Background: an optimization exercise with open tools, aiming at small area. Do not read the settings as production practice.
At most, simulation tests tie the RTL to the original design; equivalence was not proved.
No activity file was given, so power comes from the tool's default toggle rates.

Setup of run A:
// light_cycle_top
module light_cycle_top (
	input  wire       Clk,
	input  wire       rst,
	input  wire       step,
	input  wire       start,
	input  wire [1:0] blue_turn,
	input  wire [1:0] red_turn,
	output wire [7:0] blue_head,
	output wire [7:0] red_head,
	output wire [1:0] score_blue,
	output wire [1:0] score_red,
	output wire       round_over,
	output wire       blue_wins,
	output wire       red_wins,
	output wire       playing
);
export LEC_CHECK = 0
export CAP_MARGIN = 20
export CORE_MARGIN = 2
export CORE_UTILIZATION = 65
export CTS_BUF_LIST = sky130_fd_sc_hd__clkbuf_8
export CTS_CLUSTER_DIAMETER = 50
export CTS_CLUSTER_SIZE = 16
export GPL_TIMING_DRIVEN = 0
export SLEW_MARGIN = 20
export SYNTH_HIERARCHICAL = 1
create_clock -name core_clock -period 4.0 [get_ports {Clk}]
standard.sh (not shown) runs the stock make flow with config.mk's settings and CLKGATE_MAP_FILE= SYNTH_SCRIPT=/design/flow/synth_recipe.tcl, a recipe that flattens the netlist after the stock synthesis.
==> flow/flow/run.sh <==
#!/bin/bash
# Own layout flow: the standard flow (standard.sh, which runs the
# standard synthesis script) with ABC mapping for a light load (small cells; placement repair sizes them), smaller port buffers and ABC's
# buffers removed before placement. standard.sh's output goes to
# standard.log here; each ORFS step logs under orfs/logs.
set -euo pipefail
export BUFFER_PORTS_ARGS="-buffer_cell sky130_fd_sc_hd__buf_1"
export REMOVE_ABC_BUFFERS=1
bash standard.sh ABC_LOAD_IN_FF=1 finish > standard.log 2>&1
Run A ran in full, but the layout does not pass; the checks complain about negative setup slack.
Relative to run A, the following input files were edited for run B:
Settings: a deleted GPL_TIMING_DRIVEN that had been 0.
==> flow/flow/run.sh <==
#!/bin/bash
# Own layout flow: the standard flow (standard.sh, which runs the
# standard synthesis script) with smaller port buffers and ABC's
# buffers removed before placement. standard.sh's output goes to
# standard.log here; each ORFS step logs under orfs/logs.
set -euo pipefail
export BUFFER_PORTS_ARGS="-buffer_cell sky130_fd_sc_hd__buf_1"
export REMOVE_ABC_BUFFERS=1
bash standard.sh > standard.log 2>&1
==> summary.txt <==
- Of the runs run B and run A, none of them finished clean.
- Layout checks on run B: not met. Flow itself completed; violations: negative setup slack.
- Layout cell share with drive strength beyond 1 down 0.72 points in run B wrt run A
- Taking run A as 1.0, run B lands at 0.946 on power.
- Worst setup slack (lower): run A
Modified inputs, run C compared to run B
--- a/flow/flow/run.sh
+++ b/flow/flow/run.sh
@@ -2,3 +2,3 @@
 # Own layout flow: the standard flow (standard.sh, which runs the
-# standard synthesis script) with smaller port buffers and ABC's
+# standard synthesis script) with ABC mapping for a light load (small cells; placement repair sizes them), smaller port buffers and ABC's
 # buffers removed before placement. standard.sh's output goes to
@@ -8,2 +8,2 @@
 export REMOVE_ABC_BUFFERS=1
-bash standard.sh > standard.log 2>&1
+bash standard.sh ABC_LOAD_IN_FF=1 finish > standard.log 2>&1
Findings:
- From the logs: run B reached the end of the flow and failed the layout checks with negative setup slack.
- The layout from run C, despite a flow that completed every stage, fails the layout checks, with the failing checks listed as negative setup slack.
- On area after synthesis: between run B and run C, it ends up higher for run B.
- Relative to run B, clock skew increased by 8.8 ps in run C.
- | via count of the routed design | run C vs run B | about 11% higher |
- A end point of the critical path of u_score.round_reset is what run B shows, while u_score.score_red[1] belongs to run C.
- Largest fanout on the critical path, run B and run C: lower on run C
- Of run B and run C, run B shows the higher floorplan die width, with run C below it.
- Relative to run B, run C degrades time the worst path needs with I/O delays and setup.
- Post-route cell area ends up lower on run B.
No functional check of the RTL was part of any run of this note.

* * *

light_cycle_top, a different RTL version from the one above (not shown whole).
Size: roughly 32 I/O pins.
clock: 4.0 ns
lec_check: 0
cap_margin: 0
core_margin: 2
core_utilization: 65
cts_buf_list: sky130_fd_sc_hd__clkbuf_8
cts_cluster_diameter: 50
cts_cluster_size: 16
gpl_timing_driven: 0
slew_margin: 0
synth_hierarchical: 1
==> flow/flow/run.sh <==
#!/bin/bash
# Own layout flow: the standard flow (standard.sh, which runs the
# standard synthesis script) with
# - ABC mapping for a light load, so it picks small cells (placement
#   repair sizes up the ones that need it),
# - the smallest buffer on the ports,
# - ABC's buffers removed before placement,
# - clock tree synthesis without dummy loads.
# standard.sh's output goes to standard.log here; each ORFS step logs
# under orfs/logs.
set -euo pipefail
export BUFFER_PORTS_ARGS="-buffer_cell sky130_fd_sc_hd__buf_1"
export REMOVE_ABC_BUFFERS=1
export CTS_ARGS="-sink_clustering_enable -repair_clock_nets -dont_use_dummy_load -buf_list sky130_fd_sc_hd__clkbuf_8 -sink_clustering_size 16 -sink_clustering_max_diameter 50"
bash standard.sh ABC_LOAD_IN_FF=1 finish > standard.log 2>&1
The baseline finished with timing, DRC and antenna clean.
Then changed:
--- a/flow/flow/run.sh
+++ b/flow/flow/run.sh
@@ -13,3 +13,3 @@
 export REMOVE_ABC_BUFFERS=1
-export CTS_ARGS="-sink_clustering_enable -repair_clock_nets -dont_use_dummy_load -buf_list sky130_fd_sc_hd__clkbuf_8 -sink_clustering_size 16 -sink_clustering_max_diameter 50"
+export CTS_ARGS="-sink_clustering_enable -repair_clock_nets -dont_use_dummy_load -buf_list sky130_fd_sc_hd__clkbuf_4 -sink_clustering_size 10 -sink_clustering_max_diameter 40"
 bash standard.sh ABC_LOAD_IN_FF=1 finish > standard.log 2>&1
Settings changed: CTS_BUF_LIST sky130_fd_sc_hd__clkbuf_8 to sky130_fd_sc_hd__clkbuf_4, CTS_CLUSTER_DIAMETER 50 to 40, CTS_CLUSTER_SIZE 16 to 10.
Routed wire length hardly moves.
Total power drops slightly.
Non-clock buffer count stays the same.
Synthesized cell count does not change.
No run of this note included a check of the RTL's function; only the layout flow was run.

* * *

light_cycle_top, a different RTL version from the one above (not shown whole).
Size in the first run: about 230 flip-flops, roughly 32 I/O pins.
clock: 4.0 ns
lec_check: 0
cap_margin: 10
core_margin: 2
core_utilization: 65
cts_buf_list: sky130_fd_sc_hd__clkbuf_8
cts_cluster_diameter: 60
cts_cluster_size: 22
gpl_timing_driven: 0
slew_margin: 10
synth_hierarchical: 1
==> flow/flow/run.sh <==
#!/bin/bash
# Own layout flow: the standard flow (standard.sh, which runs the
# standard synthesis script) with
# - ABC mapping for a light load, so it picks small cells (placement
#   repair sizes up the ones that need it),
# - the smallest buffer on the ports,
# - ABC's buffers removed before placement,
# - clock tree synthesis without dummy loads.
# standard.sh's output goes to standard.log here; each ORFS step logs
# under orfs/logs.
set -euo pipefail
export BUFFER_PORTS_ARGS="-buffer_cell sky130_fd_sc_hd__buf_1"
export REMOVE_ABC_BUFFERS=1
export CTS_ARGS="-sink_clustering_enable -repair_clock_nets -dont_use_dummy_load -buf_list sky130_fd_sc_hd__clkbuf_8 -sink_clustering_size 22 -sink_clustering_max_diameter 60"
bash standard.sh ABC_LOAD_IN_FF=1 finish > standard.log 2>&1
The baseline produced a clean layout.
==> next run, changes <==
--- a/flow/flow/run.sh
+++ b/flow/flow/run.sh
@@ -14 +14 @@
-export CTS_ARGS="-sink_clustering_enable -repair_clock_nets -dont_use_dummy_load -buf_list sky130_fd_sc_hd__clkbuf_8 -sink_clustering_size 22 -sink_clustering_max_diameter 60"
+export CTS_ARGS="-sink_clustering_enable -repair_clock_nets -dont_use_dummy_load -buf_list sky130_fd_sc_hd__clkbuf_4 -sink_clustering_size 10 -sink_clustering_max_diameter 40"
Settings changed: CTS_BUF_LIST sky130_fd_sc_hd__clkbuf_8 to sky130_fd_sc_hd__clkbuf_4, CTS_CLUSTER_DIAMETER 60 to 40, CTS_CLUSTER_SIZE 22 to 10.
- The changed run ran to the end with no violations
- area after synthesis is unchanged
- cell count came out higher by 1.4%
- count of clock-buffer cells in the layout went up by 15
==> next run, changes <==
Settings changed: CORE_UTILIZATION 65 to 72.
Outcome:
- The new run completed without violations
- worst hold slack improves by 17 ps
- via count increases by 1.6%
- synthesized area does not change
- non-clock buffer count increases by 2
- cell area hardly moves
- clock skew goes down by 31 ps
- flip-flop and latch count does not change
- critical path depth does not change
- sequential power barely changes
- routed wire length shrinks by 1.5%
- power hardly moves

* * *

light_cycle_top, a different RTL version from the one above (not shown whole).
For scale: roughly 790 cells after synthesis, about 230 flip-flops, about 0.0079 sq mm of cells after synthesis.
Settings: LEC_CHECK=0, CAP_MARGIN=10, CORE_MARGIN=2, CORE_UTILIZATION=65, CTS_BUF_LIST=sky130_fd_sc_hd__clkbuf_4, CTS_CLUSTER_DIAMETER=45, CTS_CLUSTER_SIZE=12, GPL_TIMING_DRIVEN=0, SLEW_MARGIN=10, SYNTH_HIERARCHICAL=1; clock period 4.0 ns.
==> flow/flow/run.sh <==
#!/bin/bash
# Own layout flow: the standard flow (standard.sh, which runs the
# standard synthesis script) with
# - ABC mapping for a light load, so it picks small cells (placement
#   repair sizes up the ones that need it),
# - the smallest buffer on the ports,
# - ABC's buffers removed before placement,
# - clock tree synthesis without dummy loads.
# standard.sh's output goes to standard.log here; each ORFS step logs
# under orfs/logs.
set -euo pipefail
export BUFFER_PORTS_ARGS="-buffer_cell sky130_fd_sc_hd__buf_1"
export REMOVE_ABC_BUFFERS=1
export CTS_ARGS="-sink_clustering_enable -repair_clock_nets -dont_use_dummy_load -buf_list sky130_fd_sc_hd__clkbuf_4 -sink_clustering_size 12 -sink_clustering_max_diameter 45"
bash standard.sh ABC_LOAD_IN_FF=1 finish > standard.log 2>&1
The first run finished clean.
Edit:
--- a/flow/flow/run.sh
+++ b/flow/flow/run.sh
@@ -13,3 +13,3 @@
 export REMOVE_ABC_BUFFERS=1
-export CTS_ARGS="-sink_clustering_enable -repair_clock_nets -dont_use_dummy_load -buf_list sky130_fd_sc_hd__clkbuf_4 -sink_clustering_size 12 -sink_clustering_max_diameter 45"
+export CTS_ARGS="-sink_clustering_enable -repair_clock_nets -dont_use_dummy_load -buf_list sky130_fd_sc_hd__clkbuf_4 -sink_clustering_size 10 -sink_clustering_max_diameter 40"
 bash standard.sh ABC_LOAD_IN_FF=1 finish > standard.log 2>&1
--- a/flow/config.mk
+++ b/flow/config.mk
@@ -11,4 +11,4 @@
 export CTS_BUF_LIST = sky130_fd_sc_hd__clkbuf_4
-export CTS_CLUSTER_DIAMETER = 45
-export CTS_CLUSTER_SIZE = 12
+export CTS_CLUSTER_DIAMETER = 40
+export CTS_CLUSTER_SIZE = 10
 export GPL_TIMING_DRIVEN = 0
Global-route usage increases by 0.47 points.
Hold slack got worse by 32 ps.
Die area stays the same.
Via count is higher slightly.
Routed wire length barely changes.
Core utilization goes up by 0.44 points.
Non-clock buffer count is higher by 1.
Final area rises slightly.
Total power rose slightly.
No run of this note included a check of the RTL's function; only the layout flow was run.

==> what the ideal ports hide <==
How much do the figures lean on ideal ports? The routed layouts below were timed once more, with nothing changed but the port constraints. Step 1, drivers: a clkbuf_16 drives Clk and a buf_2 each remaining input, both assumed. Step 2, shift: input delay + t, output delay - t, t = (earliest + latest rising clock arrival at the registers) / 2. This alone moves slack from input paths to output paths. Three values: ideal ports, drivers, drivers and shift; two values: the first two.
run	t, ns	setup WS [ns]	hold slack, ns
run A	0.548	-0.409 / -0.409 / -0.409	0.387 / 0.387 / 0.387
run B	0.540	-0.105 / -0.105 / -0.105	0.381 / 0.381 / 0.381
run C	0.549	-0.307 / -0.307 / -0.307	0.381 / 0.381 / 0.381
the first run of note 2	0.544	0.826 / 0.826 / 0.420	0.394 / 0.394 / 0.394
the second run of note 2	0.607	0.771 / 0.771 / 0.376	0.395 / 0.395 / 0.395
the first run of note 3	0.514	0.171 / 0.171 / 0.171	0.402 / 0.402 / 0.402
the second run of note 3	0.639	0.208 / 0.208 / 0.208	0.382 / 0.366 / 0.401
the third run of note 3	0.650	0.143 / 0.143 / 0.143	0.398 / 0.398 / 0.398
the first run of note 4	0.640	0.064 / 0.064 / 0.064	0.393 / 0.393 / 0.393
the second run of note 4	0.682	0.155 / 0.155 / 0.155	0.361 / 0.350 / 0.390
The setup slack of the first run of note 2, which loses most, moves by 0.000 ns with the drivers and by -0.406 ns with both steps.
